What follows belongs to an exercise in optimizing a design on an open flow for small area; a production flow would make more cautious choices. RTL that was checked went through simulation tests only; none was proved equivalent to the original. The flow treats the clock pin as an ideal source. Dropping or thinning the clock tree relies on that and would not hold on a real chip. Power is estimated from default activity; no workload was simulated.

==> flow/design.v <==
module color_mapper_top (
	input  logic        pixel_clk,
	input  logic        arst_n,
	input  logic        blank,
	input  logic        start,
	input  logic        over,
	input  logic        play,
	input  logic [9:0]  draw_x,
	input  logic [9:0]  draw_y,
	input  logic [2:0]  tile,
	input  logic [99:0] bullets,
	input  logic [19:0] enemy_bullet,
	input  logic [39:0] enemy,
	input  logic        enemy_alive,
	input  logic [39:0] player,
	input  logic [1:0]  lives,
	output logic [7:0]  red,
	output logic [7:0]  green,
	output logic [7:0]  blue
);
	localparam logic [3:0] C_BLACK  = 4'd0;
	localparam logic [3:0] C_RED    = 4'd1;
	localparam logic [3:0] C_BANNER = 4'd2;
	localparam logic [3:0] C_ENEMY  = 4'd3;
	localparam logic [3:0] C_START  = 4'd4;
	localparam logic [3:0] C_LIFE   = 4'd5;
	localparam logic [3:0] C_WHITE  = 4'd6;
	localparam logic [3:0] C_PLAYER = 4'd7;
	function automatic logic [10:0] nsum(input logic [9:0] a, input logic [9:0] b);
		logic w;
		w = 1'b0;
		for (int i = 0; i < 10; i++) begin
			nsum[i] = ~(a[i] ^ b[i] ^ w);
			w = (~a[i] & b[i]) | (w & ~(a[i] ^ b[i]));
		end
		nsum[10] = w;
	endfunction
	function automatic logic [2:0] near2(input logic [10:0] s);
		logic hi1, hi0;
		hi1 = ~s[10] & (&s[9:2]);    
		hi0 = s[10] & ~(|s[9:2]);    
		near2[2] = hi1 & (s[1:0] == 2'b11);
		near2[1] = (hi1 & (s[1:0] == 2'b10)) | (hi0 & (s[1:0] == 2'b00));
		near2[0] = (hi1 & (s[1:0] == 2'b01)) | (hi0 & (s[1:0] == 2'b01));
	endfunction
	function automatic logic in_circle(input logic [9:0] nx, input logic [9:0] ny, input logic [19:0] p);
		logic [2:0] ax, ay;
		ax = near2(nsum(nx, p[19:10]));
		ay = near2(nsum(ny, p[9:0]));
		in_circle = (ax[2] & (|ay)) | (ax[1] & (ay[2] | ay[1])) | (ax[0] & ay[2]);
	endfunction
	function automatic logic absle(input logic [9:0] na, input logic [9:0] b, input logic [9:0] h);
		logic [10:0] s;
		logic r;
		s = nsum(na, b);
		r = ~s[10];
		for (int i = 0; i < 10; i++) begin
			logic v;
			v = s[i] ^ ~s[10];
			r = (~v & h[i]) | (~v & r) | (h[i] & r);
		end
		absle = r;
	endfunction
	function automatic logic in_box(input logic [9:0] nx, input logic [9:0] ny, input logic [39:0] b);
		in_box = absle(nx, b[39:30], b[19:10]) & absle(ny, b[29:20], b[9:0]);
	endfunction
	logic [9:0] nx, ny;
	logic       hit_pb, hit_eb, hit_en, hit_pl, hit_life, border, banner;
	logic       ly, l1, l2, l3;
	logic [3:0] code_d, code_q1, code_q2, code_q3;
	assign nx = draw_x;
	assign ny = draw_y;
	always_comb begin
		hit_pb = 1'b0;
		for (int i = 0; i < 5; i++) hit_pb = hit_pb | in_circle(nx, ny, bullets[20*i +: 20]);
	end
	assign hit_eb = in_circle(nx, ny, enemy_bullet);
	assign hit_en = enemy_alive & in_box(nx, ny, enemy);
	assign hit_pl = in_box(nx, ny, player);
	assign ly = (draw_y >= 10'd15) && (draw_y <= 10'd25);
	assign l1 = (draw_x >= 10'd15) && (draw_x <= 10'd25) && (lives != 2'd3);
	assign l2 = (draw_x >= 10'd35) && (draw_x <= 10'd45) && !lives[1];
	assign l3 = (draw_x >= 10'd55) && (draw_x <= 10'd65) && (lives == 2'd0);
	assign hit_life = ly & (l1 | l2 | l3);
	assign border = (draw_x <= 10'd10);
	assign banner = (draw_x >= 10'd270) && (draw_x <= 10'd370) && (draw_y >= 10'd150) && (draw_y <= 10'd225);
	always_comb begin
		if (!blank)         code_d = C_BLACK;
		else if (start)     code_d = border ? C_BLACK : C_START;
		else if (over)      code_d = banner ? C_BANNER : C_BLACK;
		else if (play) begin
			if (hit_life)      code_d = C_LIFE;
			else if (hit_pl)   code_d = C_PLAYER;
			else if (hit_en)   code_d = C_ENEMY;
			else if (hit_eb)   code_d = C_RED;
			else if (hit_pb)   code_d = C_WHITE;
			else               code_d = {1'b1, ~tile};
		end else            code_d = C_BLACK;
	end
	always_ff @(posedge pixel_clk or negedge arst_n) begin
		if (!arst_n) begin
			code_q1 <= C_BLACK;
			code_q2 <= C_BLACK;
			code_q3 <= C_BLACK;
		end else begin
			code_q1 <= code_d;
			code_q2 <= code_q1;
			code_q3 <= code_q2;
		end
	end
	logic [23:0] rgb;
	always_comb begin
		case (code_q3)
			C_WHITE:  rgb = 24'hffffff;
			C_RED:    rgb = 24'hff0000;
			C_ENEMY:  rgb = 24'hd08020;
			C_PLAYER: rgb = 24'h2060ff;
			C_LIFE:   rgb = 24'hffc040;
			C_START:  rgb = 24'h181860;
			C_BANNER: rgb = 24'hc02020;
			4'b1111:  rgb = 24'h4090f0;
			4'b1110:  rgb = 24'h1040c0;
			4'b1101:  rgb = 24'h30a030;
			4'b1100:  rgb = 24'h807060;
			4'b1011:  rgb = 24'h704018;
			4'b1010:  rgb = 24'h207020;
			default:  rgb = 24'h000000;
		endcase
	end
	assign red   = rgb[23:16];
	assign green = rgb[15:8];
	assign blue  = rgb[7:0];
endmodule
clock: 15.0 ns
lec_check: 0
abc_area: 1
cap_margin: 20
core_margin: 2
core_utilization: 40
cts_buf_list: sky130_fd_sc_hd__clkbuf_4
place_density: 0.6
slew_margin: 20
standard.sh (not shown) runs the stock make flow with config.mk's settings and CLKGATE_MAP_FILE= SYNTH_SCRIPT=/design/flow/synth_recipe.tcl, a recipe that flattens the netlist after the stock synthesis.
==> flow/flow/run.sh <==
#!/bin/bash
# Layout flow: the standard ORFS flow (standard.sh) with these changes.
#  1. Yosys 'synth' runs with -noabc, so the RTL's gate-level ripple adders reach extract_fa
#     as written (no pre-mapping by 'abc -fast' that scrambles their polarity).
#  2. The final ABC technology mapping uses abc_map.script (area-oriented &nf mapping)
#     instead of ORFS's abc_area.script. Everything else in synthesis (no fsm/share passes,
#     flatten, renaming of function nets, register mapping) is the standard flow's synthesis unchanged.
#  3. Port buffers use sky130_fd_sc_hd__buf_1.
#  4. Clock tree synthesis without dummy loads, and flow/post_cts.tcl then drives all 12
#     registers from the root clock buffer (the leaf buffers CTS adds are removed).
# Tool output: standard.log here, and ORFS's own logs under orfs/logs.
set -euo pipefail
HERE=$PWD
python3 - "$FLOW_HOME/scripts/synth.tcl" "$HERE/my_synth_core.tcl" "$HERE/flow/abc_map.script" <<'PY'
import sys
src, dst, script = sys.argv[1:4]
s = open(src).read()
old = "  log_cmd abc {*}$abc_args\n"
assert s.count(old) == 1
s = s.replace(old, "  set abc_args [lreplace $abc_args 1 1 %s]\n" % script + old)
open(dst, "w").write(s)
PY
sed -e 's/yosys synth -nofsm -noshare {\*}\$args/yosys synth -nofsm -noshare -noabc {*}$args/' \
    -e "s#source \$::env(SCRIPTS_DIR)/synth.tcl#source $HERE/my_synth_core.tcl#" synth_recipe.tcl > my_synth.tcl
grep -q -- '-noabc' my_synth.tcl
grep -q 'my_synth_core.tcl' my_synth.tcl
sed "s#SYNTH_SCRIPT=[^ ]*#SYNTH_SCRIPT=$HERE/my_synth.tcl#" standard.sh > my_standard.sh
grep -q 'my_synth.tcl' my_standard.sh
export BUFFER_PORTS_ARGS="-buffer_cell sky130_fd_sc_hd__buf_1"
export CTS_ARGS="-buf_list sky130_fd_sc_hd__clkbuf_4 -root_buf sky130_fd_sc_hd__clkbuf_8 -dont_use_dummy_load -repair_clock_nets"
export POST_CTS_TCL="$HERE/flow/post_cts.tcl"
bash my_standard.sh > standard.log 2>&1
Other scripts of this flow, unchanged in this note and not shown: flow/flow/abc_map.script, flow/flow/post_cts.tcl
Edit:
--- a/flow/design.v
+++ b/flow/design.v
@@ -15,20 +15,20 @@
 	input  logic [39:0] player,
 	input  logic [1:0]  lives,
 	output logic [7:0]  red,
 	output logic [7:0]  green,
 	output logic [7:0]  blue
 );
-	localparam logic [3:0] C_BLACK  = 4'd0;
-	localparam logic [3:0] C_RED    = 4'd1;
-	localparam logic [3:0] C_BANNER = 4'd2;
-	localparam logic [3:0] C_ENEMY  = 4'd3;
-	localparam logic [3:0] C_START  = 4'd4;
-	localparam logic [3:0] C_LIFE   = 4'd5;
-	localparam logic [3:0] C_WHITE  = 4'd6;
-	localparam logic [3:0] C_PLAYER = 4'd7;
+	localparam logic [3:0] C_WHITE  = 4'd14;
+	localparam logic [3:0] C_RED    = 4'd13;
+	localparam logic [3:0] C_ENEMY  = 4'd10;
+	localparam logic [3:0] C_PLAYER = 4'd15;
+	localparam logic [3:0] C_LIFE   = 4'd12;
+	localparam logic [3:0] C_START  = 4'd8;
+	localparam logic [3:0] C_BANNER = 4'd11;
+	localparam logic [3:0] C_BLACK  = 4'd9;
 	function automatic logic [10:0] nsum(input logic [9:0] a, input logic [9:0] b);
 		logic w;
 		w = 1'b0;
 		for (int i = 0; i < 10; i++) begin
 			nsum[i] = ~(a[i] ^ b[i] ^ w);
 			w = (~a[i] & b[i]) | (w & ~(a[i] ^ b[i]));
@@ -91,13 +91,13 @@
 		else if (play) begin
 			if (hit_life)      code_d = C_LIFE;
 			else if (hit_pl)   code_d = C_PLAYER;
 			else if (hit_en)   code_d = C_ENEMY;
 			else if (hit_eb)   code_d = C_RED;
 			else if (hit_pb)   code_d = C_WHITE;
-			else               code_d = {1'b1, ~tile};
+			else               code_d = {1'b0, tile ^ 3'd0};
 		end else            code_d = C_BLACK;
 	end
 	always_ff @(posedge pixel_clk or negedge arst_n) begin
 		if (!arst_n) begin
 			code_q1 <= C_BLACK;
 			code_q2 <= C_BLACK;
@@ -115,18 +115,18 @@
 			C_RED:    rgb = 24'hff0000;
 			C_ENEMY:  rgb = 24'hd08020;
 			C_PLAYER: rgb = 24'h2060ff;
 			C_LIFE:   rgb = 24'hffc040;
 			C_START:  rgb = 24'h181860;
 			C_BANNER: rgb = 24'hc02020;
-			4'b1111:  rgb = 24'h4090f0;
-			4'b1110:  rgb = 24'h1040c0;
-			4'b1101:  rgb = 24'h30a030;
-			4'b1100:  rgb = 24'h807060;
-			4'b1011:  rgb = 24'h704018;
-			4'b1010:  rgb = 24'h207020;
+			4'd0: rgb = 24'h4090f0;
+			4'd1: rgb = 24'h1040c0;
+			4'd2: rgb = 24'h30a030;
+			4'd3: rgb = 24'h807060;
+			4'd4: rgb = 24'h704018;
+			4'd5: rgb = 24'h207020;
 			default:  rgb = 24'h000000;
 		endcase
 	end
 	assign red   = rgb[23:16];
 	assign green = rgb[15:8];
 	assign blue  = rgb[7:0];
What happened:
- The changed run completed with no timing, DRC or antenna violations
- synthesized area stays flat
- cell count went up by 0.43%
- routed wire length went down by 0.74%
- setup slack got worse by 0.019 ns
- non-clock buffer count stays the same
- via count went down by 0.44%
- first-iteration DRC count went up by 16%
- power went down by 0.75%
- synthesized cell count went up by 0.78%
The RTL of the second run of this note was laid out without a check of its function.

## re-timing with driven ports
Ports are ideal in the flow. The routed layouts listed here were re-timed in OpenROAD.
Step 1 sets driving cells, clkbuf_16 on the clock port and buf_2 on the other inputs (assumed; they add their load-dependent delay and slew).
Step 2 moves the port delays by t, midway between the first and last clock arrival at a register: inputs arrive t later, outputs are due t later. That takes back most of the time a late clock gives input paths.
Slacks: ideal ports / drivers / drivers and shift; pairs: ideal ports / drivers.
run | shift t [ns] | slack for setup (ns) | latest minus earliest clock arrival (ns) | worst data-port slew with drivers (ns)
the first run | 0.158 | 5.006 / 5.002 / 4.845 | 0.001 / 0.001 | 0.06
the second run | 0.159 | 4.987 / 4.967 / 4.808 | 0.001 / 0.000 | 0.06
After both steps setup and hold are still met in every run listed. For the second run, which loses most, drivers alone change the setup slack by -0.020 ns; drivers and shift together by -0.179 ns.
